From an optimization exercise on the open Yosys and OpenROAD flow, aimed at small area, a short achievable clock period and few clock cycles per item; shortcuts taken in it are not production practice. At most, simulation tests tie the RTL to the original design; equivalence was not proved. The RTL of run 2 was laid out without a check of its function.

## flow/design.v (module list and top-level ports; edited modules follow where they fit)
// module pla_ctrl: 90 lines
// module pla_dp: 1925 lines
// module polyline_length_accumulator_core: 43 lines
module polyline_length_accumulator_core (
    input  logic        i_clk,
    input  logic        i_rst_n,
    input  logic        i_in_valid,
    output logic        o_in_stall,
    input  logic [15:0] i_in_x,
    input  logic [15:0] i_in_y,
    input  logic        i_in_last,
    output logic        o_out_valid,
    input  logic        i_out_stall,
    output logic [31:0] o_out_length,
    output logic [15:0] o_out_count
);
  // ...
==> flow/flow/run.sh <==
#!/bin/bash
# the standard layout (the standard.sh: unchanged synthesis, floorplan,
# placement, clock tree, routing) with two changes to how it is made:
# - every input and output port still gets its buffer, but a plain buf_2
#   instead of the delay-cell buffer that buffer_ports picks by itself
# - timing repair aims at a shorter period than the clock's: setup repair
#   keeps going until each path has the margin below, instead of stopping
#   once the 10 ns clock is met
bash standard.sh SETUP_SLACK_MARGIN=6.5 TNS_END_PERCENT=100 \
    "BUFFER_PORTS_ARGS=-buffer_cell sky130_fd_sc_hd__buf_2" finish > standard.log 2>&1
==> flow/standard.sh <==
#!/bin/bash
# synth_recipe.tcl (not shown) runs the flow's synth.tcl, then flattens the netlist and writes it again
# the make line also repeats each setting of config.mk as NAME=value (left out here)
make -C /OpenROAD-flow-scripts/flow DESIGN_CONFIG=/design/flow/config.mk WORK_HOME=/design/flow/orfs CLKGATE_MAP_FILE= SYNTH_SCRIPT=/design/flow/synth_recipe.tcl "${@:-finish}"
==> flow/config.mk <==
export PLATFORM = sky130hd
export DESIGN_NAME = polyline_length_accumulator_core
export DESIGN_NICKNAME = polyline_length_accumulator_core
export VERILOG_FILES = /design/flow/design.v
export SDC_FILE = /design/flow/constraint.sdc
export NUM_CORES = 4
export LEC_CHECK = 0
export ABC_AREA = 1
export CAP_MARGIN = 20
export CORE_MARGIN = 2
export CORE_UTILIZATION = 40
export CTS_BUF_LIST = sky130_fd_sc_hd__clkbuf_16
export CTS_CLUSTER_DIAMETER = 80
export CTS_CLUSTER_SIZE = 30
export SLEW_MARGIN = 20
==> flow/constraint.sdc <==
create_clock -name core_clock -period 10.0 [get_ports {i_clk}]
set_input_delay 2.0000 -clock core_clock [delete_from_list [all_inputs] [get_ports {i_clk}]]
set_output_delay 2.0000 -clock core_clock [all_outputs]
set_load 0.01 [all_outputs]
==> summary.txt, run 1 <==
Status
  • Status: finished clean

GRT
  • Remaining Overflow, GRT: 0

Synthesis
  • Syn Inst Count: 4141
  • Sequential share of the synthesized area: 39.48%
  • Biggest area consumer among synthesized cells: dfxtp_1
  • Post-synth EDFFs: 176
  • Ys async rst share: 0%
  • Cell Area, Synth: 36460 um2
  • Mapped Avg Cell Area: 8.805 um2
  • Post-synthesis compound-gate area fraction: 7.423%

Final layout
  • Non-clk buf share: 3.114%
  • #MultiIn Comb: 2620
  • Seq area share: 35.56%
  • Final core utilization: 45.24%
  • Multi-input gate area: 19260 um2
  • Most frequent cells in the layout: nand2_1, inv_1, dfxtp_1, ha_1, fa_1
  • FFs & Latches: 631
  • Final instance area: 40780 um2
  • Clkbuf count: 38

Worst hold path
  • Worst hold endpoint: u_dp.q5_rad[8]$_DFF_P_

Setup path
  • Startpoint types: register
  • Critical path data required time: 10.48 ns
  • Crit path buf inv count: 4

Detailed routing
  • Via density: 4.698
  • DR WL met2: 37.37 mm

STA
  • Clock period minus worst slack: 3.384 ns
  • Hold WS: 0.3060 ns
  • Final setup violation count: 0

Clocking
  • Clock transition at path regs: 0.10 ns
  • Root Buffer: clkbuf_16
Testbench counts, summed over its fixed seeds: cycles 7,029, points 6,831.
==> inputs of run 2 (changes only) <==
--- a/flow/design.v
+++ b/flow/design.v
@@ -964,82 +964,666 @@
     logic fs783;
     logic fc784;
     logic [33:0] row_a;
     logic [33:0] row_b;
     logic [33:0] rad;
     logic [2:0] r785;
     logic q786;
     logic [3:0] r787;
-    logic [1:0] q788;
+    logic [3:0] aa788;
+    logic [3:0] ab789;
+    logic [3:0] p790;
+    logic [3:0] g791;
+    logic G792;
+    logic P793;
+    logic G794;
+    logic [1:0] q795;
     logic [1:0] q1_q;
     logic [3:0] q1_r;
     logic [29:0] q1_rad;
     logic q1_seg;
     logic q1_last;
-    logic [4:0] r789;
-    logic [2:0] q790;
-    logic [5:0] r791;
-    logic [3:0] q792;
-    logic [6:0] r793;
-    logic [4:0] q794;
+    logic [4:0] r796;
+    logic [4:0] aa797;
+    logic [4:0] ab798;
+    logic [4:0] p799;
+    logic [4:0] g800;
+    logic G801;
+    logic P802;
+    logic G803;
+    logic P804;
+    logic G805;
+    logic P806;
+    logic G807;
+    logic P808;
+    logic [2:0] q809;
+    logic [5:0] r810;
+    logic [5:0] aa811;
+    logic [5:0] ab812;
+    logic [5:0] p813;
+    logic [5:0] g814;
+    logic G815;
+    logic P816;
+    logic G817;
+    logic P818;
+    logic G819;
+    logic P820;
+    logic G821;
+    logic P822;
+    logic G823;
+    logic [3:0] q824;
+    logic [6:0] r825;
+    logic [6:0] aa826;
+    logic [6:0] ab827;
+    logic [6:0] p828;
+    logic [6:0] g829;
+    logic G830;
+    logic P831;
+    logic G832;
+    logic P833;
+    logic G834;
+    logic P835;
+    logic G836;
+    logic P837;
+    logic G838;
+    logic P839;
+    logic G840;
+    logic G841;
+    logic [4:0] q842;
     logic [4:0] q2_q;
     logic [6:0] q2_r;
     logic [23:0] q2_rad;
     logic q2_seg;
     logic q2_last;
-    logic [7:0] r795;
-    logic [5:0] q796;
-    logic [8:0] r797;
-    logic [6:0] q798;
+    logic [7:0] r843;
+    logic [7:0] aa844;
+    logic [7:0] ab845;
+    logic [7:0] p846;
+    logic [7:0] g847;
+    logic G848;
+    logic P849;
+    logic G850;
+    logic P851;
+    logic G852;
+    logic P853;
+    logic G854;
+    logic P855;
+    logic G856;
+    logic P857;
+    logic G858;
+    logic P859;
+    logic G860;
+    logic G861;
+    logic G862;
+    logic [5:0] q863;
+    logic [8:0] r864;
+    logic [8:0] aa865;
+    logic [8:0] ab866;
+    logic [8:0] p867;
+    logic [8:0] g868;
+    logic G869;
+    logic P870;
+    logic G871;
+    logic P872;
+    logic G873;
+    logic P874;
+    logic G875;
+    logic P876;
+    logic G877;
+    logic P878;
+    logic G879;
+    logic P880;
+    logic G881;
+    logic P882;
+    logic G883;
+    logic P884;
+    logic G885;
+    logic P886;
+    logic G887;
+    logic P888;
+    logic G889;
+    logic P890;
+    logic G891;
+    logic P892;
+    logic [6:0] q893;
     logic [6:0] q3_q;
     logic [8:0] q3_r;
     logic [19:0] q3_rad;
     logic q3_seg;
     logic q3_last;
-    logic [9:0] r799;
-    logic [7:0] q800;
-    logic [10:0] r801;
-    logic [8:0] q802;
+    logic [9:0] r894;
+    logic [9:0] aa895;
+    logic [9:0] ab896;
+    logic [9:0] p897;
+    logic [9:0] g898;
+    logic G899;
+    logic P900;
+    logic G901;
+    logic P902;
+    logic G903;
+    logic P904;
+    logic G905;
+    logic P906;
+    logic G907;
+    logic P908;
+    logic G909;
+    logic P910;
+    logic G911;
+    logic P912;
+    logic G913;
+    logic P914;
+    logic G915;
+    logic P916;
+    logic G917;
+    logic P918;
+    logic G919;
+    logic P920;
+    logic G921;
+    logic P922;
+    logic G923;
+    logic [7:0] q924;
+    logic [10:0] r925;
+    logic [10:0] aa926;
+    logic [10:0] ab927;
+    logic [10:0] p928;
+    logic [10:0] g929;
+    logic G930;
+    logic P931;
+    logic G932;
+    logic P933;
+    logic G934;
+    logic P935;
+    logic G936;
+    logic P937;
+    logic G938;
+    logic P939;
+    logic G940;
+    logic P941;
+    logic G942;
+    logic P943;
+    logic G944;
+    logic P945;
+    logic G946;
+    logic P947;
+    logic G948;
+    logic P949;
+    logic G950;
+    logic P951;
+    logic G952;
+    logic P953;
+    logic G954;
+    logic P955;
+    logic G956;
+    logic G957;
+    logic [8:0] q958;
     logic [8:0] q4_q;
     logic [10:0] q4_r;
     logic [15:0] q4_rad;
     logic q4_seg;
     logic q4_last;
-    logic [11:0] r803;
-    logic [9:0] q804;
-    logic [12:0] r805;
-    logic [10:0] q806;
+    logic [11:0] r959;
+    logic [11:0] aa960;
+    logic [11:0] ab961;
+    logic [11:0] p962;
+    logic [11:0] g963;
+    logic G964;
+    logic P965;
+    logic G966;
+    logic P967;
+    logic G968;
+    logic P969;
+    logic G970;
+    logic P971;
+    logic G972;
+    logic P973;
+    logic G974;
+    logic P975;
+    logic G976;
+    logic P977;
+    logic G978;
+    logic P979;
+    logic G980;
+    logic P981;
+    logic G982;
+    logic P983;
+    logic G984;
+    logic P985;
+    logic G986;
+    logic P987;
+    logic G988;
+    logic P989;
+    logic G990;
+    logic P991;
+    logic G992;
+    logic G993;
+    logic G994;
+    logic [9:0] q995;
+    logic [12:0] r996;
+    logic [12:0] aa997;
+    logic [12:0] ab998;
+    logic [12:0] p999;
+    logic [12:0] g1000;
+    logic G1001;
+    logic P1002;
+    logic G1003;
+    logic P1004;
+    logic G1005;
+    logic P1006;
+    logic G1007;
+    logic P1008;
+    logic G1009;
+    logic P1010;
+    logic G1011;
+    logic P1012;
+    logic G1013;
+    logic P1014;
+    logic G1015;
+    logic P1016;
+    logic G1017;
+    logic P1018;
+    logic G1019;
+    logic P1020;
+    logic G1021;
+    logic P1022;
+    logic G1023;
+    logic P1024;
+    logic G1025;
+    logic P1026;
+    logic G1027;
+    logic P1028;
+    logic G1029;
+    logic P1030;
+    logic G1031;
+    logic P1032;
+    logic G1033;
+    logic G1034;
+    logic G1035;
+    logic G1036;
+    logic [10:0] q1037;
     logic [10:0] q5_q;
     logic [12:0] q5_r;
     logic [11:0] q5_rad;
     logic q5_seg;
     logic q5_last;
-    logic [13:0] r807;
-    logic [11:0] q808;
-    logic [14:0] r809;
-    logic [12:0] q810;
+    logic [13:0] r1038;
+    logic [13:0] aa1039;
+    logic [13:0] ab1040;
+    logic [13:0] p1041;
+    logic [13:0] g1042;
+    logic G1043;
+    logic P1044;
+    logic G1045;
+    logic P1046;
+    logic G1047;
+    logic P1048;
+    logic G1049;
+    logic P1050;
+    logic G1051;
+    logic P1052;
+    logic G1053;
+    logic P1054;
+    logic G1055;
+    logic P1056;
+    logic G1057;
+    logic P1058;
+    logic G1059;
+    logic P1060;
+    logic G1061;
+    logic P1062;
+    logic G1063;
+    logic P1064;
+    logic G1065;
+    logic P1066;
+    logic G1067;
+    logic P1068;
+    logic G1069;
+    logic P1070;
+    logic G1071;
+    logic P1072;
+    logic G1073;
+    logic P1074;
+    logic G1075;
+    logic P1076;
+    logic G1077;
+    logic G1078;
+    logic G1079;
+    logic G1080;
+    logic G1081;
+    logic [11:0] q1082;
+    logic [14:0] r1083;
+    logic [14:0] aa1084;
+    logic [14:0] ab1085;
+    logic [14:0] p1086;
+    logic [14:0] g1087;
+    logic G1088;
+    logic P1089;
+    logic G1090;
+    logic P1091;
+    logic G1092;
+    logic P1093;
+    logic G1094;
+    logic P1095;
+    logic G1096;
+    logic P1097;
+    logic G1098;
+    logic P1099;
+    logic G1100;
+    logic P1101;
+    logic G1102;
+    logic P1103;
+    logic G1104;
+    logic P1105;
+    logic G1106;
+    logic P1107;
+    logic G1108;
+    logic P1109;
+    logic G1110;
+    logic P1111;
+    logic G1112;
+    logic P1113;
+    logic G1114;
+    logic P1115;
+    logic G1116;
+    logic P1117;
+    logic G1118;
+    logic P1119;
+    logic G1120;
+    logic P1121;
+    logic G1122;
+    logic P1123;
+    logic G1124;
+    logic P1125;
+    logic G1126;
+    logic G1127;
+    logic G1128;
+    logic G1129;
+    logic G1130;
+    logic G1131;
+    logic [12:0] q1132;
     logic [12:0] q6_q;
     logic [14:0] q6_r;
     logic [7:0] q6_rad;
     logic q6_seg;
     logic q6_last;
-    logic [15:0] r811;
-    logic [13:0] q812;
-    logic [16:0] r813;
-    logic [14:0] q814;
+    logic [15:0] r1133;
+    logic [15:0] aa1134;
+    logic [15:0] ab1135;
+    logic [15:0] p1136;
+    logic [15:0] g1137;
+    logic G1138;
+    logic P1139;
+    logic G1140;
+    logic P1141;
+    logic G1142;
+    logic P1143;
+    logic G1144;
+    logic P1145;
+    logic G1146;
+    logic P1147;
+    logic G1148;
+    logic P1149;
+    logic G1150;
+    logic P1151;
+    logic G1152;
+    logic P1153;
+    logic G1154;
+    logic P1155;
+    logic G1156;
+    logic P1157;
+    logic G1158;
+    logic P1159;
+    logic G1160;
+    logic P1161;
+    logic G1162;
+    logic P1163;
+    logic G1164;
+    logic P1165;
+    logic G1166;
+    logic P1167;
+    logic G1168;
+    logic P1169;
+    logic G1170;
+    logic P1171;
+    logic G1172;
+    logic P1173;
+    logic G1174;
+    logic P1175;
+    logic G1176;
+    logic P1177;
+    logic G1178;
+    logic P1179;
+    logic G1180;
+    logic G1181;
+    logic G1182;
+    logic G1183;
+    logic G1184;
+    logic G1185;
+    logic G1186;
+    logic [13:0] q1187;
+    logic [16:0] r1188;
+    logic [16:0] aa1189;
+    logic [16:0] ab1190;
+    logic [16:0] p1191;
+    logic [16:0] g1192;
+    logic G1193;
+    logic P1194;
+    logic G1195;
+    logic P1196;
+    logic G1197;
+    logic P1198;
+    logic G1199;
+    logic P1200;
+    logic G1201;
+    logic P1202;
+    logic G1203;
+    logic P1204;
+    logic G1205;
+    logic P1206;
+    logic G1207;
+    logic P1208;
+    logic G1209;
+    logic P1210;
+    logic G1211;
+    logic P1212;
+    logic G1213;
+    logic P1214;
+    logic G1215;
+    logic P1216;
+    logic G1217;
+    logic P1218;
+    logic G1219;
+    logic P1220;
+    logic G1221;
+    logic P1222;
+    logic G1223;
+    logic P1224;
+    logic G1225;
+    logic P1226;
+    logic G1227;
+    logic P1228;
+    logic G1229;
+    logic P1230;
+    logic G1231;
+    logic P1232;
+    logic G1233;
+    logic P1234;
+    logic G1235;
+    logic P1236;
+    logic G1237;
+    logic P1238;
+    logic G1239;
+    logic P1240;
+    logic G1241;
+    logic P1242;
+    logic G1243;
+    logic P1244;
+    logic G1245;
+    logic P1246;
+    logic G1247;
+    logic P1248;
+    logic G1249;
+    logic P1250;
+    logic G1251;
+    logic P1252;
+    logic G1253;
+    logic P1254;
+    logic G1255;
+    logic P1256;
+    logic [14:0] q1257;
     logic [14:0] q7_q;
     logic [16:0] q7_r;
     logic [3:0] q7_rad;
     logic q7_seg;
     logic q7_last;
-    logic [17:0] r815;
-    logic [15:0] q816;
-    logic [18:0] r817;
-    logic [16:0] q818;
+    logic [17:0] r1258;
+    logic [17:0] aa1259;
+    logic [17:0] ab1260;
+    logic [17:0] p1261;
+    logic [17:0] g1262;
+    logic G1263;
+    logic P1264;
+    logic G1265;
+    logic P1266;
+    logic G1267;
+    logic P1268;
+    logic G1269;
+    logic P1270;
+    logic G1271;
+    logic P1272;
+    logic G1273;
+    logic P1274;
+    logic G1275;
+    logic P1276;
+    logic G1277;
+    logic P1278;
+    logic G1279;
+    logic P1280;
+    logic G1281;
+    logic P1282;
+    logic G1283;
+    logic P1284;
+    logic G1285;
+    logic P1286;
+    logic G1287;
+    logic P1288;
+    logic G1289;
+    logic P1290;
+    logic G1291;
+    logic P1292;
+    logic G1293;
+    logic P1294;
+    logic G1295;
+    logic P1296;
+    logic G1297;
+    logic P1298;
+    logic G1299;
+    logic P1300;
+    logic G1301;
+    logic P1302;
+    logic G1303;
+    logic P1304;
+    logic G1305;
+    logic P1306;
+    logic G1307;
+    logic P1308;
+    logic G1309;
+    logic P1310;
+    logic G1311;
+    logic P1312;
+    logic G1313;
+    logic P1314;
+    logic G1315;
+    logic P1316;
+    logic G1317;
+    logic P1318;
+    logic G1319;
+    logic P1320;
+    logic G1321;
+    logic P1322;
+    logic G1323;
+    logic P1324;
+    logic G1325;
+    logic P1326;
+    logic G1327;
+    logic [15:0] q1328;
+    logic [18:0] r1329;
+    logic [18:0] aa1330;
+    logic [18:0] ab1331;
+    logic [18:0] p1332;
+    logic [18:0] g1333;
+    logic G1334;
+    logic P1335;
+    logic G1336;
+    logic P1337;
+    logic G1338;
+    logic P1339;
+    logic G1340;
+    logic P1341;
+    logic G1342;
+    logic P1343;
+    logic G1344;
+    logic P1345;
+    logic G1346;
+    logic P1347;
+    logic G1348;
+    logic P1349;
+    logic G1350;
+    logic P1351;
+    logic G1352;
+    logic P1353;
+    logic G1354;
+    logic P1355;
+    logic G1356;
+    logic P1357;
+    logic G1358;
+    logic P1359;
+    logic G1360;
+    logic P1361;
+    logic G1362;
+    logic P1363;
+    logic G1364;
+    logic P1365;
+    logic G1366;
+    logic P1367;
+    logic G1368;
+    logic P1369;
+    logic G1370;
+    logic P1371;
+    logic G1372;
+    logic P1373;
+    logic G1374;
+    logic P1375;
+    logic G1376;
+    logic P1377;
+    logic G1378;
+    logic P1379;
+    logic G1380;
+    logic P1381;
+    logic G1382;
+    logic P1383;
+    logic G1384;
+    logic P1385;
+    logic G1386;
+    logic P1387;
+    logic G1388;
+    logic P1389;
+    logic G1390;
+    logic P1391;
+    logic G1392;
+    logic P1393;
+    logic G1394;
+    logic P1395;
+    logic G1396;
+    logic P1397;
+    logic G1398;
+    logic P1399;
+    logic G1400;
+    logic G1401;
+    logic [16:0] q1402;
     logic [16:0] q8_q;
     logic q8_seg;
     logic q8_last;
     assign cx = i_in_x;
     assign cy = i_in_y;
     assign cv = i_xfer;
     assign pp1 = b_dx[0] & b_dx[1];
     assign pp2 = b_dx[0] & b_dx[2];
@@ -1825,48 +2409,632 @@
     assign fc782 = (t_c24_0 & t_c24_1) | (t_c24_0 & t_c24_2) | (t_c24_1 & t_c24_2);
     assign fs783 = t_c25_0 ^ t_c25_1 ^ t_c25_2;
     assign fc784 = (t_c25_0 & t_c25_1) | (t_c25_0 & t_c25_2) | (t_c25_1 & t_c25_2);
     assign row_a = {t_c33_0, t_c32_0, t_c31_0, t_c30_0, t_c29_0, t_c28_0, t_c27_0, t_c26_0, fs783, fs781, fs779, fs777, fs775, fs773, fs771, fs769, fs767, fs765, hs763, hs761, hs759, hs757, hs755, hs753, hs751, hs749, hs747, t_c6_0, t_c5_0, t_c4_0, t_c3_0, t_c2_0, 1'b0, t_c0_0};
     assign row_b = {t_c33_1, t_c32_1, t_c31_1, t_c30_1, t_c29_1, t_c28_1, t_c27_1, fc784, fc782, fc780, fc778, fc776, fc774, fc772, fc770, fc768, fc766, hc764, hc762, hc760, hc758, hc756, hc754, hc752, hc750, hc748, t_c7_2, 1'b0, 1'b0, 1'b0, 1'b0, t_c2_1, 1'b0, t_c0_1};
     assign rad = row_a + row_b;
     assign r785 = {1'b0, 1'b0, rad[32]} + 3'b111;
     assign q786 = ~r785[2];
-    assign r787 = {r785[1:0], rad[31], rad[30]} + {~r785[2], q786 ^ {1{~r785[2]}}, 2'b11};
-    assign q788 = {q786, ~r787[3]};
-    assign r789 = {q1_r[2:0], q1_rad[29], q1_rad[28]} + {~q1_r[3], q1_q ^ {2{~q1_r[3]}}, 2'b11};
-    assign q790 = {q1_q, ~r789[4]};
-    assign r791 = {r789[3:0], q1_rad[27], q1_rad[26]} + {~r789[4], q790 ^ {3{~r789[4]}}, 2'b11};
-    assign q792 = {q790, ~r791[5]};
-    assign r793 = {r791[4:0], q1_rad[25], q1_rad[24]} + {~r791[5], q792 ^ {4{~r791[5]}}, 2'b11};
-    assign q794 = {q792, ~r793[6]};
-    assign r795 = {q2_r[5:0], q2_rad[23], q2_rad[22]} + {~q2_r[6], q2_q ^ {5{~q2_r[6]}}, 2'b11};
-    assign q796 = {q2_q, ~r795[7]};
-    assign r797 = {r795[6:0], q2_rad[21], q2_rad[20]} + {~r795[7], q796 ^ {6{~r795[7]}}, 2'b11};
-    assign q798 = {q796, ~r797[8]};
-    assign r799 = {q3_r[7:0], q3_rad[19], q3_rad[18]} + {~q3_r[8], q3_q ^ {7{~q3_r[8]}}, 2'b11};
-    assign q800 = {q3_q, ~r799[9]};
-    assign r801 = {r799[8:0], q3_rad[17], q3_rad[16]} + {~r799[9], q800 ^ {8{~r799[9]}}, 2'b11};
-    assign q802 = {q800, ~r801[10]};
-    assign r803 = {q4_r[9:0], q4_rad[15], q4_rad[14]} + {~q4_r[10], q4_q ^ {9{~q4_r[10]}}, 2'b11};
-    assign q804 = {q4_q, ~r803[11]};
-    assign r805 = {r803[10:0], q4_rad[13], q4_rad[12]} + {~r803[11], q804 ^ {10{~r803[11]}}, 2'b11};
-    assign q806 = {q804, ~r805[12]};
-    assign r807 = {q5_r[11:0], q5_rad[11], q5_rad[10]} + {~q5_r[12], q5_q ^ {11{~q5_r[12]}}, 2'b11};
-    assign q808 = {q5_q, ~r807[13]};
-    assign r809 = {r807[12:0], q5_rad[9], q5_rad[8]} + {~r807[13], q808 ^ {12{~r807[13]}}, 2'b11};
-    assign q810 = {q808, ~r809[14]};
-    assign r811 = {q6_r[13:0], q6_rad[7], q6_rad[6]} + {~q6_r[14], q6_q ^ {13{~q6_r[14]}}, 2'b11};
-    assign q812 = {q6_q, ~r811[15]};
-    assign r813 = {r811[14:0], q6_rad[5], q6_rad[4]} + {~r811[15], q812 ^ {14{~r811[15]}}, 2'b11};
-    assign q814 = {q812, ~r813[16]};
-    assign r815 = {q7_r[15:0], q7_rad[3], q7_rad[2]} + {~q7_r[16], q7_q ^ {15{~q7_r[16]}}, 2'b11};
-    assign q816 = {q7_q, ~r815[17]};
-    assign r817 = {r815[16:0], q7_rad[1], q7_rad[0]} + {~r815[17], q816 ^ {16{~r815[17]}}, 2'b11};
-    assign q818 = {q816, ~r817[18]};
+    assign aa788 = {r785[1:0], rad[31], rad[30]};
+    assign ab789 = {~r785[2], q786 ^ {1{~r785[2]}}, 2'b11};
+    assign p790 = aa788 ^ ab789;
+    assign g791 = aa788 & ab789;
+    assign G792 = g791[1] | (p790[1] & g791[0]);
+    assign P793 = p790[1] & p790[0];
+    assign G794 = g791[2] | (p790[2] & G792);
+    assign r787 = {p790[3] ^ G794, p790[2] ^ G792, p790[1] ^ g791[0], p790[0]};
+    assign q795 = {q786, ~r787[3]};
+    assign aa797 = {q1_r[2:0], q1_rad[29], q1_rad[28]};
+    assign ab798 = {~q1_r[3], q1_q ^ {2{~q1_r[3]}}, 2'b11};
+    assign p799 = aa797 ^ ab798;
+    assign g800 = aa797 & ab798;
+    assign G801 = g800[1] | (p799[1] & g800[0]);
+    assign P802 = p799[1] & p799[0];
+    assign G803 = g800[3] | (p799[3] & g800[2]);
+    assign P804 = p799[3] & p799[2];
+    assign G805 = g800[2] | (p799[2] & G801);
+    assign P806 = p799[2] & P802;
+    assign G807 = G803 | (P804 & G801);
+    assign P808 = P804 & P802;
+    assign r796 = {p799[4] ^ G807, p799[3] ^ G805, p799[2] ^ G801, p799[1] ^ g800[0], p799[0]};
+    assign q809 = {q1_q, ~r796[4]};
+    assign aa811 = {r796[3:0], q1_rad[27], q1_rad[26]};
+    assign ab812 = {~r796[4], q809 ^ {3{~r796[4]}}, 2'b11};
+    assign p813 = aa811 ^ ab812;
+    assign g814 = aa811 & ab812;
+    assign G815 = g814[1] | (p813[1] & g814[0]);
+    assign P816 = p813[1] & p813[0];
+    assign G817 = g814[3] | (p813[3] & g814[2]);
+    assign P818 = p813[3] & p813[2];
+    assign G819 = g814[2] | (p813[2] & G815);
+    assign P820 = p813[2] & P816;
+    assign G821 = G817 | (P818 & G815);
+    assign P822 = P818 & P816;
+    assign G823 = g814[4] | (p813[4] & G821);
+    assign r810 = {p813[5] ^ G823, p813[4] ^ G821, p813[3] ^ G819, p813[2] ^ G815, p813[1] ^ g814[0], p813[0]};
+    assign q824 = {q809, ~r810[5]};
+    assign aa826 = {r810[4:0], q1_rad[25], q1_rad[24]};
+    assign ab827 = {~r810[5], q824 ^ {4{~r810[5]}}, 2'b11};
+    assign p828 = aa826 ^ ab827;
+    assign g829 = aa826 & ab827;
+    assign G830 = g829[1] | (p828[1] & g829[0]);
+    assign P831 = p828[1] & p828[0];
+    assign G832 = g829[3] | (p828[3] & g829[2]);
+    assign P833 = p828[3] & p828[2];
+    assign G834 = g829[5] | (p828[5] & g829[4]);
+    assign P835 = p828[5] & p828[4];
+    assign G836 = g829[2] | (p828[2] & G830);
+    assign P837 = p828[2] & P831;
+    assign G838 = G832 | (P833 & G830);
+    assign P839 = P833 & P831;
+    assign G840 = g829[4] | (p828[4] & G838);
+    assign G841 = G834 | (P835 & G838);
+    assign r825 = {p828[6] ^ G841, p828[5] ^ G840, p828[4] ^ G838, p828[3] ^ G836, p828[2] ^ G830, p828[1] ^ g829[0], p828[0]};
+    assign q842 = {q824, ~r825[6]};
+    assign aa844 = {q2_r[5:0], q2_rad[23], q2_rad[22]};
+    assign ab845 = {~q2_r[6], q2_q ^ {5{~q2_r[6]}}, 2'b11};
+    assign p846 = aa844 ^ ab845;
+    assign g847 = aa844 & ab845;
+    assign G848 = g847[1] | (p846[1] & g847[0]);
+    assign P849 = p846[1] & p846[0];
+    assign G850 = g847[3] | (p846[3] & g847[2]);
+    assign P851 = p846[3] & p846[2];
+    assign G852 = g847[5] | (p846[5] & g847[4]);
+    assign P853 = p846[5] & p846[4];
+    assign G854 = g847[2] | (p846[2] & G848);
+    assign P855 = p846[2] & P849;
+    assign G856 = G850 | (P851 & G848);
+    assign P857 = P851 & P849;
+    assign G858 = g847[6] | (p846[6] & G852);
+    assign P859 = p846[6] & P853;
+    assign G860 = g847[4] | (p846[4] & G856);
+    assign G861 = G852 | (P853 & G856);
+    assign G862 = G858 | (P859 & G856);
+    assign r843 = {p846[7] ^ G862, p846[6] ^ G861, p846[5] ^ G860, p846[4] ^ G856, p846[3] ^ G854, p846[2] ^ G848, p846[1] ^ g847[0], p846[0]};
+    assign q863 = {q2_q, ~r843[7]};
+    assign aa865 = {r843[6:0], q2_rad[21], q2_rad[20]};
+    assign ab866 = {~r843[7], q863 ^ {6{~r843[7]}}, 2'b11};
+    assign p867 = aa865 ^ ab866;
+    assign g868 = aa865 & ab866;
+    assign G869 = g868[1] | (p867[1] & g868[0]);
+    assign P870 = p867[1] & p867[0];
+    assign G871 = g868[3] | (p867[3] & g868[2]);
+    assign P872 = p867[3] & p867[2];
+    assign G873 = g868[5] | (p867[5] & g868[4]);
+    assign P874 = p867[5] & p867[4];
+    assign G875 = g868[7] | (p867[7] & g868[6]);
+    assign P876 = p867[7] & p867[6];
+    assign G877 = g868[2] | (p867[2] & G869);
+    assign P878 = p867[2] & P870;
+    assign G879 = G871 | (P872 & G869);
+    assign P880 = P872 & P870;
+    assign G881 = g868[6] | (p867[6] & G873);
+    assign P882 = p867[6] & P874;
+    assign G883 = G875 | (P876 & G873);
+    assign P884 = P876 & P874;
+    assign G885 = g868[4] | (p867[4] & G879);
+    assign P886 = p867[4] & P880;
+    assign G887 = G873 | (P874 & G879);
+    assign P888 = P874 & P880;
+    assign G889 = G881 | (P882 & G879);
+    assign P890 = P882 & P880;
+    assign G891 = G883 | (P884 & G879);
+    assign P892 = P884 & P880;
+    assign r864 = {p867[8] ^ G891, p867[7] ^ G889, p867[6] ^ G887, p867[5] ^ G885, p867[4] ^ G879, p867[3] ^ G877, p867[2] ^ G869, p867[1] ^ g868[0], p867[0]};
+    assign q893 = {q863, ~r864[8]};
+    assign aa895 = {q3_r[7:0], q3_rad[19], q3_rad[18]};
+    assign ab896 = {~q3_r[8], q3_q ^ {7{~q3_r[8]}}, 2'b11};
+    assign p897 = aa895 ^ ab896;
+    assign g898 = aa895 & ab896;
+    assign G899 = g898[1] | (p897[1] & g898[0]);
+    assign P900 = p897[1] & p897[0];
+    assign G901 = g898[3] | (p897[3] & g898[2]);
+    assign P902 = p897[3] & p897[2];
+    assign G903 = g898[5] | (p897[5] & g898[4]);
+    assign P904 = p897[5] & p897[4];
+    assign G905 = g898[7] | (p897[7] & g898[6]);
+    assign P906 = p897[7] & p897[6];
+    assign G907 = g898[2] | (p897[2] & G899);
+    assign P908 = p897[2] & P900;
+    assign G909 = G901 | (P902 & G899);
+    assign P910 = P902 & P900;
+    assign G911 = g898[6] | (p897[6] & G903);
+    assign P912 = p897[6] & P904;
+    assign G913 = G905 | (P906 & G903);
+    assign P914 = P906 & P904;
+    assign G915 = g898[4] | (p897[4] & G909);
+    assign P916 = p897[4] & P910;
+    assign G917 = G903 | (P904 & G909);
+    assign P918 = P904 & P910;
+    assign G919 = G911 | (P912 & G909);
+    assign P920 = P912 & P910;
+    assign G921 = G913 | (P914 & G909);
+    assign P922 = P914 & P910;
+    assign G923 = g898[8] | (p897[8] & G921);
+    assign r894 = {p897[9] ^ G923, p897[8] ^ G921, p897[7] ^ G919, p897[6] ^ G917, p897[5] ^ G915, p897[4] ^ G909, p897[3] ^ G907, p897[2] ^ G899, p897[1] ^ g898[0], p897[0]};
+    assign q924 = {q3_q, ~r894[9]};
+    assign aa926 = {r894[8:0], q3_rad[17], q3_rad[16]};
+    assign ab927 = {~r894[9], q924 ^ {8{~r894[9]}}, 2'b11};
+    assign p928 = aa926 ^ ab927;
+    assign g929 = aa926 & ab927;
+    assign G930 = g929[1] | (p928[1] & g929[0]);
+    assign P931 = p928[1] & p928[0];
+    assign G932 = g929[3] | (p928[3] & g929[2]);
+    assign P933 = p928[3] & p928[2];
+    assign G934 = g929[5] | (p928[5] & g929[4]);
+    assign P935 = p928[5] & p928[4];
+    assign G936 = g929[7] | (p928[7] & g929[6]);
+    assign P937 = p928[7] & p928[6];
+    assign G938 = g929[9] | (p928[9] & g929[8]);
+    assign P939 = p928[9] & p928[8];
+    assign G940 = g929[2] | (p928[2] & G930);
+    assign P941 = p928[2] & P931;
+    assign G942 = G932 | (P933 & G930);
+    assign P943 = P933 & P931;
+    assign G944 = g929[6] | (p928[6] & G934);
+    assign P945 = p928[6] & P935;
+    assign G946 = G936 | (P937 & G934);
+    assign P947 = P937 & P935;
+    assign G948 = g929[4] | (p928[4] & G942);
+    assign P949 = p928[4] & P943;
+    assign G950 = G934 | (P935 & G942);
+    assign P951 = P935 & P943;
+    assign G952 = G944 | (P945 & G942);
+    assign P953 = P945 & P943;
+    assign G954 = G946 | (P947 & G942);
+    assign P955 = P947 & P943;
+    assign G956 = g929[8] | (p928[8] & G954);
+    assign G957 = G938 | (P939 & G954);
+    assign r925 = {p928[10] ^ G957, p928[9] ^ G956, p928[8] ^ G954, p928[7] ^ G952, p928[6] ^ G950, p928[5] ^ G948, p928[4] ^ G942, p928[3] ^ G940, p928[2] ^ G930, p928[1] ^ g929[0], p928[0]};
+    assign q958 = {q924, ~r925[10]};
+    assign aa960 = {q4_r[9:0], q4_rad[15], q4_rad[14]};
+    assign ab961 = {~q4_r[10], q4_q ^ {9{~q4_r[10]}}, 2'b11};
+    assign p962 = aa960 ^ ab961;
+    assign g963 = aa960 & ab961;
+    assign G964 = g963[1] | (p962[1] & g963[0]);
+    assign P965 = p962[1] & p962[0];
+    assign G966 = g963[3] | (p962[3] & g963[2]);
+    assign P967 = p962[3] & p962[2];
+    assign G968 = g963[5] | (p962[5] & g963[4]);
+    assign P969 = p962[5] & p962[4];
+    assign G970 = g963[7] | (p962[7] & g963[6]);
+    assign P971 = p962[7] & p962[6];
+    assign G972 = g963[9] | (p962[9] & g963[8]);
+    assign P973 = p962[9] & p962[8];
+    assign G974 = g963[2] | (p962[2] & G964);
+    assign P975 = p962[2] & P965;
+    assign G976 = G966 | (P967 & G964);
+    assign P977 = P967 & P965;
+    assign G978 = g963[6] | (p962[6] & G968);
+    assign P979 = p962[6] & P969;
+    assign G980 = G970 | (P971 & G968);
+    assign P981 = P971 & P969;
+    assign G982 = g963[10] | (p962[10] & G972);
+    assign P983 = p962[10] & P973;
+    assign G984 = g963[4] | (p962[4] & G976);
+    assign P985 = p962[4] & P977;
+    assign G986 = G968 | (P969 & G976);
+    assign P987 = P969 & P977;
+    assign G988 = G978 | (P979 & G976);
+    assign P989 = P979 & P977;
+    assign G990 = G980 | (P981 & G976);
+    assign P991 = P981 & P977;
+    assign G992 = g963[8] | (p962[8] & G990);
+    assign G993 = G972 | (P973 & G990);
+    assign G994 = G982 | (P983 & G990);
+    assign r959 = {p962[11] ^ G994, p962[10] ^ G993, p962[9] ^ G992, p962[8] ^ G990, p962[7] ^ G988, p962[6] ^ G986, p962[5] ^ G984, p962[4] ^ G976, p962[3] ^ G974, p962[2] ^ G964, p962[1] ^ g963[0], p962[0]};
+    assign q995 = {q4_q, ~r959[11]};
+    assign aa997 = {r959[10:0], q4_rad[13], q4_rad[12]};
+    assign ab998 = {~r959[11], q995 ^ {10{~r959[11]}}, 2'b11};
+    assign p999 = aa997 ^ ab998;
+    assign g1000 = aa997 & ab998;
+    assign G1001 = g1000[1] | (p999[1] & g1000[0]);
+    assign P1002 = p999[1] & p999[0];
+    assign G1003 = g1000[3] | (p999[3] & g1000[2]);
+    assign P1004 = p999[3] & p999[2];
+    assign G1005 = g1000[5] | (p999[5] & g1000[4]);
+    assign P1006 = p999[5] & p999[4];
+    assign G1007 = g1000[7] | (p999[7] & g1000[6]);
+    assign P1008 = p999[7] & p999[6];
+    assign G1009 = g1000[9] | (p999[9] & g1000[8]);
+    assign P1010 = p999[9] & p999[8];
+    assign G1011 = g1000[11] | (p999[11] & g1000[10]);
+    assign P1012 = p999[11] & p999[10];
+    assign G1013 = g1000[2] | (p999[2] & G1001);
+    assign P1014 = p999[2] & P1002;
+    assign G1015 = G1003 | (P1004 & G1001);
+    assign P1016 = P1004 & P1002;
+    assign G1017 = g1000[6] | (p999[6] & G1005);
+    assign P1018 = p999[6] & P1006;
+    assign G1019 = G1007 | (P1008 & G1005);
+    assign P1020 = P1008 & P1006;
+    assign G1021 = g1000[10] | (p999[10] & G1009);
+    assign P1022 = p999[10] & P1010;
+    assign G1023 = G1011 | (P1012 & G1009);
+    assign P1024 = P1012 & P1010;
+    assign G1025 = g1000[4] | (p999[4] & G1015);
+    assign P1026 = p999[4] & P1016;
+    assign G1027 = G1005 | (P1006 & G1015);
+    assign P1028 = P1006 & P1016;
+    assign G1029 = G1017 | (P1018 & G1015);
+    assign P1030 = P1018 & P1016;
+    assign G1031 = G1019 | (P1020 & G1015);
+    assign P1032 = P1020 & P1016;
+    assign G1033 = g1000[8] | (p999[8] & G1031);
+    assign G1034 = G1009 | (P1010 & G1031);
+    assign G1035 = G1021 | (P1022 & G1031);
+    assign G1036 = G1023 | (P1024 & G1031);
+    assign r996 = {p999[12] ^ G1036, p999[11] ^ G1035, p999[10] ^ G1034, p999[9] ^ G1033, p999[8] ^ G1031, p999[7] ^ G1029, p999[6] ^ G1027, p999[5] ^ G1025, p999[4] ^ G1015, p999[3] ^ G1013, p999[2] ^ G1001, p999[1] ^ g1000[0], p999[0]};
+    assign q1037 = {q995, ~r996[12]};
+    assign aa1039 = {q5_r[11:0], q5_rad[11], q5_rad[10]};
+    assign ab1040 = {~q5_r[12], q5_q ^ {11{~q5_r[12]}}, 2'b11};
+    assign p1041 = aa1039 ^ ab1040;
+    assign g1042 = aa1039 & ab1040;
+    assign G1043 = g1042[1] | (p1041[1] & g1042[0]);
+    assign P1044 = p1041[1] & p1041[0];
+    assign G1045 = g1042[3] | (p1041[3] & g1042[2]);
+    assign P1046 = p1041[3] & p1041[2];
+    assign G1047 = g1042[5] | (p1041[5] & g1042[4]);
+    assign P1048 = p1041[5] & p1041[4];
+    assign G1049 = g1042[7] | (p1041[7] & g1042[6]);
+    assign P1050 = p1041[7] & p1041[6];
+    assign G1051 = g1042[9] | (p1041[9] & g1042[8]);
+    assign P1052 = p1041[9] & p1041[8];
+    assign G1053 = g1042[11] | (p1041[11] & g1042[10]);
+    assign P1054 = p1041[11] & p1041[10];
+    assign G1055 = g1042[2] | (p1041[2] & G1043);
+    assign P1056 = p1041[2] & P1044;
+    assign G1057 = G1045 | (P1046 & G1043);
+    assign P1058 = P1046 & P1044;
+    assign G1059 = g1042[6] | (p1041[6] & G1047);
+    assign P1060 = p1041[6] & P1048;
+    assign G1061 = G1049 | (P1050 & G1047);
+    assign P1062 = P1050 & P1048;
+    assign G1063 = g1042[10] | (p1041[10] & G1051);
+    assign P1064 = p1041[10] & P1052;
+    assign G1065 = G1053 | (P1054 & G1051);
+    assign P1066 = P1054 & P1052;
+    assign G1067 = g1042[4] | (p1041[4] & G1057);
+    assign P1068 = p1041[4] & P1058;
+    assign G1069 = G1047 | (P1048 & G1057);
+    assign P1070 = P1048 & P1058;
+    assign G1071 = G1059 | (P1060 & G1057);
+    assign P1072 = P1060 & P1058;
+    assign G1073 = G1061 | (P1062 & G1057);
+    assign P1074 = P1062 & P1058;
+    assign G1075 = g1042[12] | (p1041[12] & G1065);
+    assign P1076 = p1041[12] & P1066;
+    assign G1077 = g1042[8] | (p1041[8] & G1073);
+    assign G1078 = G1051 | (P1052 & G1073);
+    assign G1079 = G1063 | (P1064 & G1073);
+    assign G1080 = G1065 | (P1066 & G1073);
+    assign G1081 = G1075 | (P1076 & G1073);
+    assign r1038 = {p1041[13] ^ G1081, p1041[12] ^ G1080, p1041[11] ^ G1079, p1041[10] ^ G1078, p1041[9] ^ G1077, p1041[8] ^ G1073, p1041[7] ^ G1071, p1041[6] ^ G1069, p1041[5] ^ G1067, p1041[4] ^ G1057, p1041[3] ^ G1055, p1041[2] ^ G1043, p1041[1] ^ g1042[0], p1041[0]};
+    assign q1082 = {q5_q, ~r1038[13]};
+    assign aa1084 = {r1038[12:0], q5_rad[9], q5_rad[8]};
+    assign ab1085 = {~r1038[13], q1082 ^ {12{~r1038[13]}}, 2'b11};
+    assign p1086 = aa1084 ^ ab1085;
+    assign g1087 = aa1084 & ab1085;
+    assign G1088 = g1087[1] | (p1086[1] & g1087[0]);
+    assign P1089 = p1086[1] & p1086[0];
+    assign G1090 = g1087[3] | (p1086[3] & g1087[2]);
+    assign P1091 = p1086[3] & p1086[2];
+    assign G1092 = g1087[5] | (p1086[5] & g1087[4]);
+    assign P1093 = p1086[5] & p1086[4];
+    assign G1094 = g1087[7] | (p1086[7] & g1087[6]);
+    assign P1095 = p1086[7] & p1086[6];
+    assign G1096 = g1087[9] | (p1086[9] & g1087[8]);
+    assign P1097 = p1086[9] & p1086[8];
+    assign G1098 = g1087[11] | (p1086[11] & g1087[10]);
+    assign P1099 = p1086[11] & p1086[10];
+    assign G1100 = g1087[13] | (p1086[13] & g1087[12]);
+    assign P1101 = p1086[13] & p1086[12];
+    assign G1102 = g1087[2] | (p1086[2] & G1088);
+    assign P1103 = p1086[2] & P1089;
+    assign G1104 = G1090 | (P1091 & G1088);
+    assign P1105 = P1091 & P1089;
+    assign G1106 = g1087[6] | (p1086[6] & G1092);
+    assign P1107 = p1086[6] & P1093;
+    assign G1108 = G1094 | (P1095 & G1092);
+    assign P1109 = P1095 & P1093;
+    assign G1110 = g1087[10] | (p1086[10] & G1096);
+    assign P1111 = p1086[10] & P1097;
+    assign G1112 = G1098 | (P1099 & G1096);
+    assign P1113 = P1099 & P1097;
+    assign G1114 = g1087[4] | (p1086[4] & G1104);
+    assign P1115 = p1086[4] & P1105;
+    assign G1116 = G1092 | (P1093 & G1104);
+    assign P1117 = P1093 & P1105;
+    assign G1118 = G1106 | (P1107 & G1104);
+    assign P1119 = P1107 & P1105;
+    assign G1120 = G1108 | (P1109 & G1104);
+    assign P1121 = P1109 & P1105;
+    assign G1122 = g1087[12] | (p1086[12] & G1112);
+    assign P1123 = p1086[12] & P1113;
+    assign G1124 = G1100 | (P1101 & G1112);
+    assign P1125 = P1101 & P1113;
+    assign G1126 = g1087[8] | (p1086[8] & G1120);
+    assign G1127 = G1096 | (P1097 & G1120);
+    assign G1128 = G1110 | (P1111 & G1120);
+    assign G1129 = G1112 | (P1113 & G1120);
+    assign G1130 = G1122 | (P1123 & G1120);
+    assign G1131 = G1124 | (P1125 & G1120);
+    assign r1083 = {p1086[14] ^ G1131, p1086[13] ^ G1130, p1086[12] ^ G1129, p1086[11] ^ G1128, p1086[10] ^ G1127, p1086[9] ^ G1126, p1086[8] ^ G1120, p1086[7] ^ G1118, p1086[6] ^ G1116, p1086[5] ^ G1114, p1086[4] ^ G1104, p1086[3] ^ G1102, p1086[2] ^ G1088, p1086[1] ^ g1087[0], p1086[0]};
+    assign q1132 = {q1082, ~r1083[14]};
+    assign aa1134 = {q6_r[13:0], q6_rad[7], q6_rad[6]};
+    assign ab1135 = {~q6_r[14], q6_q ^ {13{~q6_r[14]}}, 2'b11};
+    assign p1136 = aa1134 ^ ab1135;
+    assign g1137 = aa1134 & ab1135;
+    assign G1138 = g1137[1] | (p1136[1] & g1137[0]);
+    assign P1139 = p1136[1] & p1136[0];
+    assign G1140 = g1137[3] | (p1136[3] & g1137[2]);
+    assign P1141 = p1136[3] & p1136[2];
+    assign G1142 = g1137[5] | (p1136[5] & g1137[4]);
+    assign P1143 = p1136[5] & p1136[4];
+    assign G1144 = g1137[7] | (p1136[7] & g1137[6]);
+    assign P1145 = p1136[7] & p1136[6];
+    assign G1146 = g1137[9] | (p1136[9] & g1137[8]);
+    assign P1147 = p1136[9] & p1136[8];
+    assign G1148 = g1137[11] | (p1136[11] & g1137[10]);
+    assign P1149 = p1136[11] & p1136[10];
+    assign G1150 = g1137[13] | (p1136[13] & g1137[12]);
+    assign P1151 = p1136[13] & p1136[12];
+    assign G1152 = g1137[2] | (p1136[2] & G1138);
+    assign P1153 = p1136[2] & P1139;
+    assign G1154 = G1140 | (P1141 & G1138);
+    assign P1155 = P1141 & P1139;
+    assign G1156 = g1137[6] | (p1136[6] & G1142);
+    assign P1157 = p1136[6] & P1143;
+    assign G1158 = G1144 | (P1145 & G1142);
+    assign P1159 = P1145 & P1143;
+    assign G1160 = g1137[10] | (p1136[10] & G1146);
+    assign P1161 = p1136[10] & P1147;
+    assign G1162 = G1148 | (P1149 & G1146);
+    assign P1163 = P1149 & P1147;
+    assign G1164 = g1137[14] | (p1136[14] & G1150);
+    assign P1165 = p1136[14] & P1151;
+    assign G1166 = g1137[4] | (p1136[4] & G1154);
+    assign P1167 = p1136[4] & P1155;
+    assign G1168 = G1142 | (P1143 & G1154);
+    assign P1169 = P1143 & P1155;
+    assign G1170 = G1156 | (P1157 & G1154);
+    assign P1171 = P1157 & P1155;
+    assign G1172 = G1158 | (P1159 & G1154);
+    assign P1173 = P1159 & P1155;
+    assign G1174 = g1137[12] | (p1136[12] & G1162);
+    assign P1175 = p1136[12] & P1163;
+    assign G1176 = G1150 | (P1151 & G1162);
+    assign P1177 = P1151 & P1163;
+    assign G1178 = G1164 | (P1165 & G1162);
+    assign P1179 = P1165 & P1163;
+    assign G1180 = g1137[8] | (p1136[8] & G1172);
+    assign G1181 = G1146 | (P1147 & G1172);
+    assign G1182 = G1160 | (P1161 & G1172);
+    assign G1183 = G1162 | (P1163 & G1172);
+    assign G1184 = G1174 | (P1175 & G1172);
+    assign G1185 = G1176 | (P1177 & G1172);
+    assign G1186 = G1178 | (P1179 & G1172);
+    assign r1133 = {p1136[15] ^ G1186, p1136[14] ^ G1185, p1136[13] ^ G1184, p1136[12] ^ G1183, p1136[11] ^ G1182, p1136[10] ^ G1181, p1136[9] ^ G1180, p1136[8] ^ G1172, p1136[7] ^ G1170, p1136[6] ^ G1168, p1136[5] ^ G1166, p1136[4] ^ G1154, p1136[3] ^ G1152, p1136[2] ^ G1138, p1136[1] ^ g1137[0], p1136[0]};
+    assign q1187 = {q6_q, ~r1133[15]};
+    assign aa1189 = {r1133[14:0], q6_rad[5], q6_rad[4]};
+    assign ab1190 = {~r1133[15], q1187 ^ {14{~r1133[15]}}, 2'b11};
+    assign p1191 = aa1189 ^ ab1190;
+    assign g1192 = aa1189 & ab1190;
+    assign G1193 = g1192[1] | (p1191[1] & g1192[0]);
+    assign P1194 = p1191[1] & p1191[0];
+    assign G1195 = g1192[3] | (p1191[3] & g1192[2]);
+    assign P1196 = p1191[3] & p1191[2];
+    assign G1197 = g1192[5] | (p1191[5] & g1192[4]);
+    assign P1198 = p1191[5] & p1191[4];
+    assign G1199 = g1192[7] | (p1191[7] & g1192[6]);
+    assign P1200 = p1191[7] & p1191[6];
+    assign G1201 = g1192[9] | (p1191[9] & g1192[8]);
+    assign P1202 = p1191[9] & p1191[8];
+    assign G1203 = g1192[11] | (p1191[11] & g1192[10]);
+    assign P1204 = p1191[11] & p1191[10];
+    assign G1205 = g1192[13] | (p1191[13] & g1192[12]);
+    assign P1206 = p1191[13] & p1191[12];
+    assign G1207 = g1192[15] | (p1191[15] & g1192[14]);
+    assign P1208 = p1191[15] & p1191[14];
+    assign G1209 = g1192[2] | (p1191[2] & G1193);
+    assign P1210 = p1191[2] & P1194;
+    assign G1211 = G1195 | (P1196 & G1193);
+    assign P1212 = P1196 & P1194;
+    assign G1213 = g1192[6] | (p1191[6] & G1197);
+    assign P1214 = p1191[6] & P1198;
+    assign G1215 = G1199 | (P1200 & G1197);
+    assign P1216 = P1200 & P1198;
+    assign G1217 = g1192[10] | (p1191[10] & G1201);
+    assign P1218 = p1191[10] & P1202;
+    assign G1219 = G1203 | (P1204 & G1201);
+    assign P1220 = P1204 & P1202;
+    assign G1221 = g1192[14] | (p1191[14] & G1205);
+    assign P1222 = p1191[14] & P1206;
+    assign G1223 = G1207 | (P1208 & G1205);
+    assign P1224 = P1208 & P1206;
+    assign G1225 = g1192[4] | (p1191[4] & G1211);
+    assign P1226 = p1191[4] & P1212;
+    assign G1227 = G1197 | (P1198 & G1211);
+    assign P1228 = P1198 & P1212;
+    assign G1229 = G1213 | (P1214 & G1211);
+    assign P1230 = P1214 & P1212;
+    assign G1231 = G1215 | (P1216 & G1211);
+    assign P1232 = P1216 & P1212;
+    assign G1233 = g1192[12] | (p1191[12] & G1219);
+    assign P1234 = p1191[12] & P1220;
+    assign G1235 = G1205 | (P1206 & G1219);
+    assign P1236 = P1206 & P1220;
+    assign G1237 = G1221 | (P1222 & G1219);
+    assign P1238 = P1222 & P1220;
+    assign G1239 = G1223 | (P1224 & G1219);
+    assign P1240 = P1224 & P1220;
+    assign G1241 = g1192[8] | (p1191[8] & G1231);
+    assign P1242 = p1191[8] & P1232;
+    assign G1243 = G1201 | (P1202 & G1231);
+    assign P1244 = P1202 & P1232;
+    assign G1245 = G1217 | (P1218 & G1231);
+    assign P1246 = P1218 & P1232;
+    assign G1247 = G1219 | (P1220 & G1231);
+    assign P1248 = P1220 & P1232;
+    assign G1249 = G1233 | (P1234 & G1231);
+    assign P1250 = P1234 & P1232;
+    assign G1251 = G1235 | (P1236 & G1231);
+    assign P1252 = P1236 & P1232;
+    assign G1253 = G1237 | (P1238 & G1231);
+    assign P1254 = P1238 & P1232;
+    assign G1255 = G1239 | (P1240 & G1231);
+    assign P1256 = P1240 & P1232;
+    assign r1188 = {p1191[16] ^ G1255, p1191[15] ^ G1253, p1191[14] ^ G1251, p1191[13] ^ G1249, p1191[12] ^ G1247, p1191[11] ^ G1245, p1191[10] ^ G1243, p1191[9] ^ G1241, p1191[8] ^ G1231, p1191[7] ^ G1229, p1191[6] ^ G1227, p1191[5] ^ G1225, p1191[4] ^ G1211, p1191[3] ^ G1209, p1191[2] ^ G1193, p1191[1] ^ g1192[0], p1191[0]};
+    assign q1257 = {q1187, ~r1188[16]};
+    assign aa1259 = {q7_r[15:0], q7_rad[3], q7_rad[2]};
+    assign ab1260 = {~q7_r[16], q7_q ^ {15{~q7_r[16]}}, 2'b11};
+    assign p1261 = aa1259 ^ ab1260;
+    assign g1262 = aa1259 & ab1260;
+    assign G1263 = g1262[1] | (p1261[1] & g1262[0]);
+    assign P1264 = p1261[1] & p1261[0];
+    assign G1265 = g1262[3] | (p1261[3] & g1262[2]);
+    assign P1266 = p1261[3] & p1261[2];
+    assign G1267 = g1262[5] | (p1261[5] & g1262[4]);
+    assign P1268 = p1261[5] & p1261[4];
+    assign G1269 = g1262[7] | (p1261[7] & g1262[6]);
+    assign P1270 = p1261[7] & p1261[6];
+    assign G1271 = g1262[9] | (p1261[9] & g1262[8]);
+    assign P1272 = p1261[9] & p1261[8];
+    assign G1273 = g1262[11] | (p1261[11] & g1262[10]);
+    assign P1274 = p1261[11] & p1261[10];
+    assign G1275 = g1262[13] | (p1261[13] & g1262[12]);
+    assign P1276 = p1261[13] & p1261[12];
+    assign G1277 = g1262[15] | (p1261[15] & g1262[14]);
+    assign P1278 = p1261[15] & p1261[14];
+    assign G1279 = g1262[2] | (p1261[2] & G1263);
+    assign P1280 = p1261[2] & P1264;
+    assign G1281 = G1265 | (P1266 & G1263);
+    assign P1282 = P1266 & P1264;
+    assign G1283 = g1262[6] | (p1261[6] & G1267);
+    assign P1284 = p1261[6] & P1268;
+    assign G1285 = G1269 | (P1270 & G1267);
+    assign P1286 = P1270 & P1268;
+    assign G1287 = g1262[10] | (p1261[10] & G1271);
+    assign P1288 = p1261[10] & P1272;
+    assign G1289 = G1273 | (P1274 & G1271);
+    assign P1290 = P1274 & P1272;
+    assign G1291 = g1262[14] | (p1261[14] & G1275);
+    assign P1292 = p1261[14] & P1276;
+    assign G1293 = G1277 | (P1278 & G1275);
+    assign P1294 = P1278 & P1276;
+    assign G1295 = g1262[4] | (p1261[4] & G1281);
+    assign P1296 = p1261[4] & P1282;
+    assign G1297 = G1267 | (P1268 & G1281);
+    assign P1298 = P1268 & P1282;
+    assign G1299 = G1283 | (P1284 & G1281);
+    assign P1300 = P1284 & P1282;
+    assign G1301 = G1285 | (P1286 & G1281);
+    assign P1302 = P1286 & P1282;
+    assign G1303 = g1262[12] | (p1261[12] & G1289);
+    assign P1304 = p1261[12] & P1290;
+    assign G1305 = G1275 | (P1276 & G1289);
+    assign P1306 = P1276 & P1290;
+    assign G1307 = G1291 | (P1292 & G1289);
+    assign P1308 = P1292 & P1290;
+    assign G1309 = G1293 | (P1294 & G1289);
+    assign P1310 = P1294 & P1290;
+    assign G1311 = g1262[8] | (p1261[8] & G1301);
+    assign P1312 = p1261[8] & P1302;
+    assign G1313 = G1271 | (P1272 & G1301);
+    assign P1314 = P1272 & P1302;
+    assign G1315 = G1287 | (P1288 & G1301);
+    assign P1316 = P1288 & P1302;
+    assign G1317 = G1289 | (P1290 & G1301);
+    assign P1318 = P1290 & P1302;
+    assign G1319 = G1303 | (P1304 & G1301);
+    assign P1320 = P1304 & P1302;
+    assign G1321 = G1305 | (P1306 & G1301);
+    assign P1322 = P1306 & P1302;
+    assign G1323 = G1307 | (P1308 & G1301);
+    assign P1324 = P1308 & P1302;
+    assign G1325 = G1309 | (P1310 & G1301);
+    assign P1326 = P1310 & P1302;
+    assign G1327 = g1262[16] | (p1261[16] & G1325);
+    assign r1258 = {p1261[17] ^ G1327, p1261[16] ^ G1325, p1261[15] ^ G1323, p1261[14] ^ G1321, p1261[13] ^ G1319, p1261[12] ^ G1317, p1261[11] ^ G1315, p1261[10] ^ G1313, p1261[9] ^ G1311, p1261[8] ^ G1301, p1261[7] ^ G1299, p1261[6] ^ G1297, p1261[5] ^ G1295, p1261[4] ^ G1281, p1261[3] ^ G1279, p1261[2] ^ G1263, p1261[1] ^ g1262[0], p1261[0]};
+    assign q1328 = {q7_q, ~r1258[17]};
+    assign aa1330 = {r1258[16:0], q7_rad[1], q7_rad[0]};
+    assign ab1331 = {~r1258[17], q1328 ^ {16{~r1258[17]}}, 2'b11};
+    assign p1332 = aa1330 ^ ab1331;
+    assign g1333 = aa1330 & ab1331;
+    assign G1334 = g1333[1] | (p1332[1] & g1333[0]);
+    assign P1335 = p1332[1] & p1332[0];
+    assign G1336 = g1333[3] | (p1332[3] & g1333[2]);
+    assign P1337 = p1332[3] & p1332[2];
+    assign G1338 = g1333[5] | (p1332[5] & g1333[4]);
+    assign P1339 = p1332[5] & p1332[4];
+    assign G1340 = g1333[7] | (p1332[7] & g1333[6]);
+    assign P1341 = p1332[7] & p1332[6];
+    assign G1342 = g1333[9] | (p1332[9] & g1333[8]);
+    assign P1343 = p1332[9] & p1332[8];
+    assign G1344 = g1333[11] | (p1332[11] & g1333[10]);
+    assign P1345 = p1332[11] & p1332[10];
+    assign G1346 = g1333[13] | (p1332[13] & g1333[12]);
+    assign P1347 = p1332[13] & p1332[12];
+    assign G1348 = g1333[15] | (p1332[15] & g1333[14]);
+    assign P1349 = p1332[15] & p1332[14];
+    assign G1350 = g1333[17] | (p1332[17] & g1333[16]);
+    assign P1351 = p1332[17] & p1332[16];
+    assign G1352 = g1333[2] | (p1332[2] & G1334);
+    assign P1353 = p1332[2] & P1335;
+    assign G1354 = G1336 | (P1337 & G1334);
+    assign P1355 = P1337 & P1335;
+    assign G1356 = g1333[6] | (p1332[6] & G1338);
+    assign P1357 = p1332[6] & P1339;
+    assign G1358 = G1340 | (P1341 & G1338);
+    assign P1359 = P1341 & P1339;
+    assign G1360 = g1333[10] | (p1332[10] & G1342);
+    assign P1361 = p1332[10] & P1343;
+    assign G1362 = G1344 | (P1345 & G1342);
+    assign P1363 = P1345 & P1343;
+    assign G1364 = g1333[14] | (p1332[14] & G1346);
+    assign P1365 = p1332[14] & P1347;
+    assign G1366 = G1348 | (P1349 & G1346);
+    assign P1367 = P1349 & P1347;
+    assign G1368 = g1333[4] | (p1332[4] & G1354);
+    assign P1369 = p1332[4] & P1355;
+    assign G1370 = G1338 | (P1339 & G1354);
+    assign P1371 = P1339 & P1355;
+    assign G1372 = G1356 | (P1357 & G1354);
+    assign P1373 = P1357 & P1355;
+    assign G1374 = G1358 | (P1359 & G1354);
+    assign P1375 = P1359 & P1355;
+    assign G1376 = g1333[12] | (p1332[12] & G1362);
+    assign P1377 = p1332[12] & P1363;
+    assign G1378 = G1346 | (P1347 & G1362);
+    assign P1379 = P1347 & P1363;
+    assign G1380 = G1364 | (P1365 & G1362);
+    assign P1381 = P1365 & P1363;
+    assign G1382 = G1366 | (P1367 & G1362);
+    assign P1383 = P1367 & P1363;
+    assign G1384 = g1333[8] | (p1332[8] & G1374);
+    assign P1385 = p1332[8] & P1375;
+    assign G1386 = G1342 | (P1343 & G1374);
+    assign P1387 = P1343 & P1375;
+    assign G1388 = G1360 | (P1361 & G1374);
+    assign P1389 = P1361 & P1375;
+    assign G1390 = G1362 | (P1363 & G1374);
+    assign P1391 = P1363 & P1375;
+    assign G1392 = G1376 | (P1377 & G1374);
+    assign P1393 = P1377 & P1375;
+    assign G1394 = G1378 | (P1379 & G1374);
+    assign P1395 = P1379 & P1375;
+    assign G1396 = G1380 | (P1381 & G1374);
+    assign P1397 = P1381 & P1375;
+    assign G1398 = G1382 | (P1383 & G1374);
+    assign P1399 = P1383 & P1375;
+    assign G1400 = g1333[16] | (p1332[16] & G1398);
+    assign G1401 = G1350 | (P1351 & G1398);
+    assign r1329 = {p1332[18] ^ G1401, p1332[17] ^ G1400, p1332[16] ^ G1398, p1332[15] ^ G1396, p1332[14] ^ G1394, p1332[13] ^ G1392, p1332[12] ^ G1390, p1332[11] ^ G1388, p1332[10] ^ G1386, p1332[9] ^ G1384, p1332[8] ^ G1374, p1332[7] ^ G1372, p1332[6] ^ G1370, p1332[5] ^ G1368, p1332[4] ^ G1354, p1332[3] ^ G1352, p1332[2] ^ G1334, p1332[1] ^ g1333[0], p1332[0]};
+    assign q1402 = {q1328, ~r1329[18]};
     always_ff @(posedge i_clk) begin
         if (cv) begin
             r_lp_x <= cx;
             r_lp_y <= cy;
         end
         b_dx <= {cx[15], cx} - {r_lp_x[15], r_lp_x};
         b_dy <= {cy[15], cy} - {r_lp_y[15], r_lp_y};
         t_c0_0 <= b_dx[0];
@@ -1936,38 +3104,38 @@
         t_c30_0 <= fc706;
         t_c30_1 <= fs707;
         t_c31_0 <= fc708;
         t_c31_1 <= fs653;
         t_c32_0 <= fc654;
         t_c32_1 <= fs655;
         t_c33_0 <= fc656;
         t_c33_1 <= fc454;
-        q1_q <= q788;
+        q1_q <= q795;
         q1_r <= r787;
         q1_rad <= rad[29:0];
-        q2_q <= q794;
-        q2_r <= r793;
+        q2_q <= q842;
+        q2_r <= r825;
         q2_rad <= q1_rad[23:0];
-        q3_q <= q798;
-        q3_r <= r797;
+        q3_q <= q893;
+        q3_r <= r864;
         q3_rad <= q2_rad[19:0];
-        q4_q <= q802;
-        q4_r <= r801;
+        q4_q <= q958;
+        q4_r <= r925;
         q4_rad <= q3_rad[15:0];
-        q5_q <= q806;
-        q5_r <= r805;
+        q5_q <= q1037;
+        q5_r <= r996;
         q5_rad <= q4_rad[11:0];
-        q6_q <= q810;
-        q6_r <= r809;
+        q6_q <= q1132;
+        q6_r <= r1083;
         q6_rad <= q5_rad[7:0];
-        q7_q <= q814;
-        q7_r <= r813;
+        q7_q <= q1257;
+        q7_r <= r1188;
         q7_rad <= q6_rad[3:0];
-        q8_q <= q818;
+        q8_q <= q1402;
         if (!i_rst_n) begin
             r_have_prev <= 1'b0;
             b_seg       <= 1'b0;
             b_last      <= 1'b0;
             t_seg <= 1'b0;
             t_last <= 1'b0;
             q1_seg <= 1'b0;
             q1_last <= 1'b0;
==> summary.txt, run 2 <==
Floorplan
  • Starting Density: 40.25% (was 40.44%)
  • Die W: 302.0 um (was 305.9 um)
  • Row count: 109 (was 110)

Detailed routing
  • Via density: 4.677 (was 4.698)
  • First-pass DRT Iterations: 5 (unchanged)
  • 1st-iter DRT viols: 1071 (was 1278)
  • DR vias: 24110 (was 25640)
  • Total Wirelength: 71.72 mm (was 77.20 mm)

Synthesis
  • Top-area cell type share of the netlist area: 25.65% (was 24.98%)
  • Most frequent cell after synthesis: inv_1 (was nand2_1)
  • Sequential share of the synthesized area: 40.53% (was 39.48%)
  • Ys async rst share: 0% (unchanged)
  • Post-synth EDFFs: 176 (unchanged)
  • Synth unique cells: 50 (was 52)
  • Biggest area consumer among synthesized cells: dfxtp_1 (unchanged)
  • Top post-synthesis cells by area: dfxtp_1, edfxtp_1, fa_1, ha_1, inv_1 (was dfxtp_1, edfxtp_1, fa_1, nand2_1, ha_1)
  • Cell Area, Synth: 35520 um2 (was 36460 um2)
  • Synth cell count leaders: inv_1, nand2_1, dfxtp_1, fa_1, ha_1 (was nand2_1, inv_1, dfxtp_1, ha_1, nor2_1)
  • Syn Inst Count: 3810 (was 4141)
  • Mapped Avg Cell Area: 9.322 um2 (was 8.805 um2)

Setup path
  • Critical path data required time: 10.48 ns (about the same)
  • Startpoint types: register (unchanged)
  • Critical Path Sink Type: register (unchanged)
  • Critical path class: reg -> reg (unchanged)

STA
  • RSZ-0062 raised after global routing: true (unchanged)
  • Final setup violation count: 0 (unchanged)
  • Total Neg Setup Slack: 0 ns (unchanged)
  • Fin. Hold Viols: 0 (unchanged)
  • Clock period minus worst slack: 3.984 ns (was 3.384 ns)
  • Worst relative slew slack: 38.93% (was 40.49%)
  • Worst Max-Slew Pin Slew: 0.9140 ns (was 0.8926 ns)

GRT
  • Remaining Overflow, GRT: 0 (unchanged)
  • Antenna violations before repair: 0 (was 1)
  • Vias in the first global route: 24460 (was 25840)
  • Largest net degree at the start of global routing: 62 (unchanged)
  • GRT Overall Usage: 15.64% (was 16.43%)

Final layout
  • Antenna Cells: 0 (unchanged)
  • Most flop-heavy register: u_ctrl.r_q (unchanged)
  • Most frequent cells in the layout: inv_1, nand2_1, dfxtp_1, fa_1, ha_1 (was nand2_1, inv_1, dfxtp_1, ha_1, fa_1)
  • Final instance area: 40810 um2 (was 40780 um2)

Worst hold path
  • Worst hold endpoint: u_dp.q2_rad[9]$_DFF_P_ (was u_dp.q5_rad[8]$_DFF_P_)

Placed design
  • DP Area: 37270 um2 (was 38090 um2)

Clocking
  • Root Buffer: clkbuf_16 (unchanged)
  • Clock transition at path regs: 0.10 ns (about the same)
  • CTS Buffer Depth: 3 (unchanged)

Status
  • Status: finished clean (unchanged)
-- run 2: cell count changes after synthesis, sizes merged, moves of 18 or more --
cell | before | now
xnor2 | 140 | 158
nand3 | 126 | 102
inv | 777 | 736
nand2 | 877 | 732
o21ai | 177 | 150
fa | 225 | 255
nor2 | 231 | 190
xor2 | 210 | 168
-- run 2: kinds of logic after synthesis --
| group | count (synthesis) | synth area share (%) |
|---|---|---|
| AO/OA/AOI/OAI | 421 | 6.637 |
| AND/OR/NAND/NOR | 1077 | 12.19 |
| flip-flops | 631 | 40.53 |
| adder cells (fa/ha/maj) | 506 | 23.22 |
| XOR/XNOR | 326 | 8.261 |
| buffers and inverters | 849 | 9.170 |
-- run 2: per-stage QoR --
step | utilization [%] | cells | hold WS (ns)
floorplan | - | 3810 | 0.3096
CTS | 44.59 | 5088 | 0.3127
detailed placement | 42.24 | 4969 | 0.3121
global placement | 42.24 | 4969 | 0.3099
global route | 46.25 | 5155 | 0.3148
finish | 46.25 | 5155 | 0.3116
-- run 2: how the worst max path moves through the flow --
stage / endpoint / slack, ns
after floorplan: u_dp.q2_r[6]$_DFF_P_ / 5.94
after global placement: u_dp.q8_q[0]$_DFF_P_ / 5.10
after detailed placement: u_dp.q8_q[0]$_DFF_P_ / 5.02
after CTS: u_dp.q8_q[0]$_DFF_P_ / 6.08
after global routing: u_dp.q8_q[0]$_DFF_P_ / 5.81
final: u_dp.q2_r[6]$_DFF_P_ / 6.02
-- run 2: area by class of cell --
cell class | count | area [um2] | area share [%]
multi-input cells | 2332 | 19140 | 46.90
flip-flops and latches | 631 | 14510 | 35.56
repair buffers | 229 | 1707 | 4.182
clock inverters | 26 | 326.6 | 0.8002
well taps | 1165 | 1458 | 3.572
clock buffers | 36 | 900.9 | 2.207
inverters | 736 | 2768 | 6.782
-- run 2: layer usage --
metal / track usage (%) / wire length (um) / vias up
li1: - / - / 12070
met1: 18.61 / 30430 / 11580
met2: 29.60 / 37400 / 336
met3: 1.839 / 2108 / 123
met4: 4.114 / 1770 / 0
met5: 0 / 0 / -
-- run 2: worst max-delay path: stages, from the launching register on --
cell	delay (ns)
dfxtp_4	0.37
xnor2_4	0.18
ha_4	0.23
a21oi_2	0.14
nand2_2	0.10
xnor2_4	0.18
xor2_2	0.20
inv_2	0.07
ha_4	0.28
a31oi_4	0.07
fa_2	0.36
xnor2_2	0.15
xnor2_2	0.13
buf_6	0.14
xor2_4	0.18
xor2_1	0.14
ha_1	0.33
a21oi_2	0.17
o21ai_2	0.08
xnor2_1	0.16
xnor2_1	0.16
inv_1	0.06
-- run 2: what timing repair did --
item,4_1_cts,5_1_grt
buffers inserted,57,65
pin swaps,42,89
gates cloned,0,2
resized for setup,112,198
hold endpoints to repair,0,0
setup endpoints to repair,83,63

==> separate check: timing with driven ports <==
In the flow no input, the clock included, has a driving cell. The finished layouts below were timed again as built, in two steps. Step 1, drivers: a clkbuf_16 drives i_clk and a buf_2 each remaining input, both assumed. Step 2 also shifts input and output timing later by t, the mid clock arrival at the registers, as if the neighbouring blocks saw the same clock. Slacks: no drivers / after step 1 / after step 2; pairs: no drivers / after step 1.
run	t, ns	setup slack, ns	cell pins on the clock port's net
run 1	0.655	6.616 / 6.616 / 6.142	1
run 2	0.649	6.016 / 6.016 / 6.016	1
After both steps setup and hold are still met in every run listed. The setup slack of run 1, which loses most, moves by 0.000 ns with the drivers and by -0.474 ns with both steps.
